This design comes from an exercise in tuning for small area, a short achievable clock period and few clock cycles per item on the open sky130 flow, not from production work.
The RTL was checked by simulation tests, not by an equivalence proof against the original design.

## disk_chs_lba_translate
module disk_chs_lba_translate (
  input  logic        clk_i,
  input  logic        rst_ni,
  input  logic        in_valid_i,
  output logic        in_ready_o,
  input  logic        in_func_i,
  input  logic [15:0] in_cylinder_i,
  input  logic [7:0]  in_head_i,
  input  logic [7:0]  in_sector_i,
  input  logic [31:0] in_block_i,
  input  logic        in_wide_i,
  output logic        out_valid_o,
  input  logic        out_ready_i,
  output logic [31:0] out_block_o,
  output logic [15:0] out_cylinder_o,
  output logic [7:0]  out_head_o,
  output logic [7:0]  out_sector_o,
  output logic        out_addr_valid_o,
  input  logic        cfg_valid_i,
  output logic        cfg_ready_o,
  input  logic [7:0]  cfg_index_i,
  input  logic [15:0] cfg_value_i
);
For scale: ~5600 cells after synthesis, about 690 flip-flops, ~160 I/O pins, roughly 54000 um2 of cells after synthesis.
Settings: LEC_CHECK=0, CAP_MARGIN=20, CORE_MARGIN=2, CORE_UTILIZATION=40, SETUP_SLACK_MARGIN=4.5, SLEW_MARGIN=20; clock period 9.0 ns.
run.sh (not shown) runs the stock make flow with config.mk's settings and CLKGATE_MAP_FILE= SYNTH_SCRIPT=/design/flow/synth_recipe.tcl, a recipe that flattens the netlist after the stock synthesis.
The first run finished with timing, DRC and antenna clean.
Testbench counts at the start, summed over its fixed seeds: cycles 12,182, items 12,000.
==> next run, changes <==
- ABC_AREA: unset -> 1
- CAP_MARGIN: 20 -> 10
- SETUP_SLACK_MARGIN: 4.5 -> 5
- SLEW_MARGIN: 20 -> 10
Worst setup slack gets better by 0.53 ns. Core utilization goes down by 0.21 points. Synthesized cell count came out higher by a quarter to a third. Fmax climbs by roughly a tenth. Area after synthesis climbs by a few percent. Design area goes up by a few percent. Die area increases by a few percent.
==> next run, changes <==
- ABC_AREA: 1 -> unset
- CAP_MARGIN: 10 -> 20
- SLEW_MARGIN: 10 -> 20
=> The new run passed the timing, DRC and antenna checks; global-route usage falls by 1.7 points; critical path depth rises by 14; wire length falls by 9.6%; via count falls by 11%.

---

v1:
Starting RTL as in the previous note.
make LEC_CHECK=0 ABC_AREA=1 CAP_MARGIN=20 CORE_MARGIN=2 CORE_UTILIZATION=40 SETUP_SLACK_MARGIN=5 SLEW_MARGIN=20 finish   # period 9.0 ns
Testbench counts of v1, summed over its fixed seeds: cycles 12,182, items 12,000.
#### Input delta (v15 over v1)
# v1
export LEC_CHECK = 0
export ABC_AREA = 1
export CAP_MARGIN = 20
export CORE_MARGIN = 2
export CORE_UTILIZATION = 40
export SETUP_SLACK_MARGIN = 5
export SLEW_MARGIN = 20
create_clock -name core_clock -period 9.0 [get_ports {clk_i}]
# v15
export LEC_CHECK = 0
export CAP_MARGIN = 20
export CORE_MARGIN = 2
export CORE_UTILIZATION = 60
export SETUP_SLACK_MARGIN = 5
export SLEW_MARGIN = 20
create_clock -name core_clock -period 9.0 [get_ports {clk_i}]
==> comparison <==
Summary of v15 over v1: global routing met2 resource utilization saw an increase.

---

Starting RTL as in the previous note.
==> flow/design.v (excerpt) <==
module disk_chs_lba_translate (
  input  logic        clk_i,
  input  logic        rst_ni,
  input  logic        in_valid_i,
  output logic        in_ready_o,
  input  logic        in_func_i,
  input  logic [15:0] in_cylinder_i,
  input  logic [7:0]  in_head_i,
  input  logic [7:0]  in_sector_i,
  input  logic [31:0] in_block_i,
  input  logic        in_wide_i,
  output logic        out_valid_o,
  input  logic        out_ready_i,
  output logic [31:0] out_block_o,
  output logic [15:0] out_cylinder_o,
  output logic [7:0]  out_head_o,
  output logic [7:0]  out_sector_o,
  output logic        out_addr_valid_o,
  input  logic        cfg_valid_i,
  output logic        cfg_ready_o,
  input  logic [7:0]  cfg_index_i,
  input  logic [15:0] cfg_value_i
);
Settings: LEC_CHECK=0, ABC_AREA=1, CAP_MARGIN=20, CORE_MARGIN=2, CORE_UTILIZATION=40, CTS_CLUSTER_DIAMETER=60, CTS_CLUSTER_SIZE=30, SETUP_SLACK_MARGIN=5, SLEW_MARGIN=20; clock period 9.0 ns.
Testbench counts at the start, summed over its fixed seeds: cycles 12,182, items 12,000.
==> next run, changes <==
--- a/flow/config.mk
+++ b/flow/config.mk
@@ -11,3 +11 @@
-export CORE_UTILIZATION = 40
-export CTS_CLUSTER_DIAMETER = 60
-export CTS_CLUSTER_SIZE = 30
+export CORE_UTILIZATION = 60
=> Wire length is about the same; die area shrinks by 33%; design area shrinks by about 0.64%; worst setup slack is better by 0.0056 ns; area after synthesis does not change; core utilization grows by 22 points; clock-buffer cell count grows by 12; final cell count shrinks by about 7%; via count grows by 1.9%.
==> next run, changes <==
--- a/flow/config.mk
+++ b/flow/config.mk
@@ -11 +11,2 @@
-export CORE_UTILIZATION = 60
+export CORE_UTILIZATION = 40
+export PLACE_DENSITY = 0.75
After rerunning: Design area grows slightly. Worst setup slack hardly moves. Synthesized cell count does not change. Non-clock buffer count shrinks by 5. Clock skew shrinks by 0.024 ns. Sequential share of layout area shrinks by 0.36 points. First-iteration DRC count grows by about a fifth. Sequential cell count stays the same.
==> next run, changes <==
--- a/flow/config.mk
+++ b/flow/config.mk
@@ -12 +12 @@
-export PLACE_DENSITY = 0.75
+export GPL_ROUTABILITY_DRIVEN = 0
Effect: Register-to-register slack is about the same. Non-clock buffer count goes down by 1. Count of clock-buffer cells in the layout went up by 13. Worst setup slack gains 0.015 ns. Via count drops by 2.6%. Global-route usage increases by 0.40 points. Worst hold slack is worse by 0.030 ns. Design area went up by 0.31%.

==> what the ideal ports hide <==
No port has a modelled driver above. Below, the same layouts with a new extraction and two added sets of constraints. Step 1, drivers: a clkbuf_16 drives clk_i and a buf_2 each remaining input, both assumed. Step 2 moves the port delays by t, midway between the first and last clock arrival at a register: inputs arrive t later, outputs are due t later. That takes back most of the time a late clock gives input paths. Three values: no drivers, after step 1, after step 2; two values: the first two.
run	t (ns)	setup slack, ns	hold slack, ns	latest minus earliest clock arrival (ns)	cell pins on the clock port's net
the first run of note 1	0.752	4.580 / 4.580 / 3.948	0.395 / 0.395 / 0.395	0.053 / 0.053	1
the second run of note 1	0.762	5.108 / 5.033 / 4.492	0.397 / 0.397 / 0.397	0.059 / 0.059	1
the third run of note 1	0.750	5.004 / 5.004 / 4.432	0.386 / 0.386 / 0.386	0.061 / 0.061	1
v1	0.774	5.101 / 5.024 / 4.488	0.398 / 0.398 / 0.398	0.063 / 0.063	1
v15	0.734	5.051 / 5.037 / 4.393	0.386 / 0.386 / 0.386	0.061 / 0.061	1
the first run of note 3	0.751	5.105 / 5.031 / 4.432	0.406 / 0.406 / 0.406	0.052 / 0.052	1
the second run of note 3	0.744	5.111 / 5.111 / 4.593	0.408 / 0.408 / 0.408	0.056 / 0.057	1
the third run of note 3	0.749	5.114 / 5.037 / 4.470	0.411 / 0.411 / 0.411	0.035 / 0.034	1
the fourth run of note 3	0.770	5.129 / 5.062 / 4.440	0.381 / 0.381 / 0.381	0.053 / 0.053	1
After both steps setup and hold are still met in every run listed. For the fourth run of note 3, which loses most, drivers alone change the setup slack by -0.067 ns; drivers and shift together by -0.689 ns.
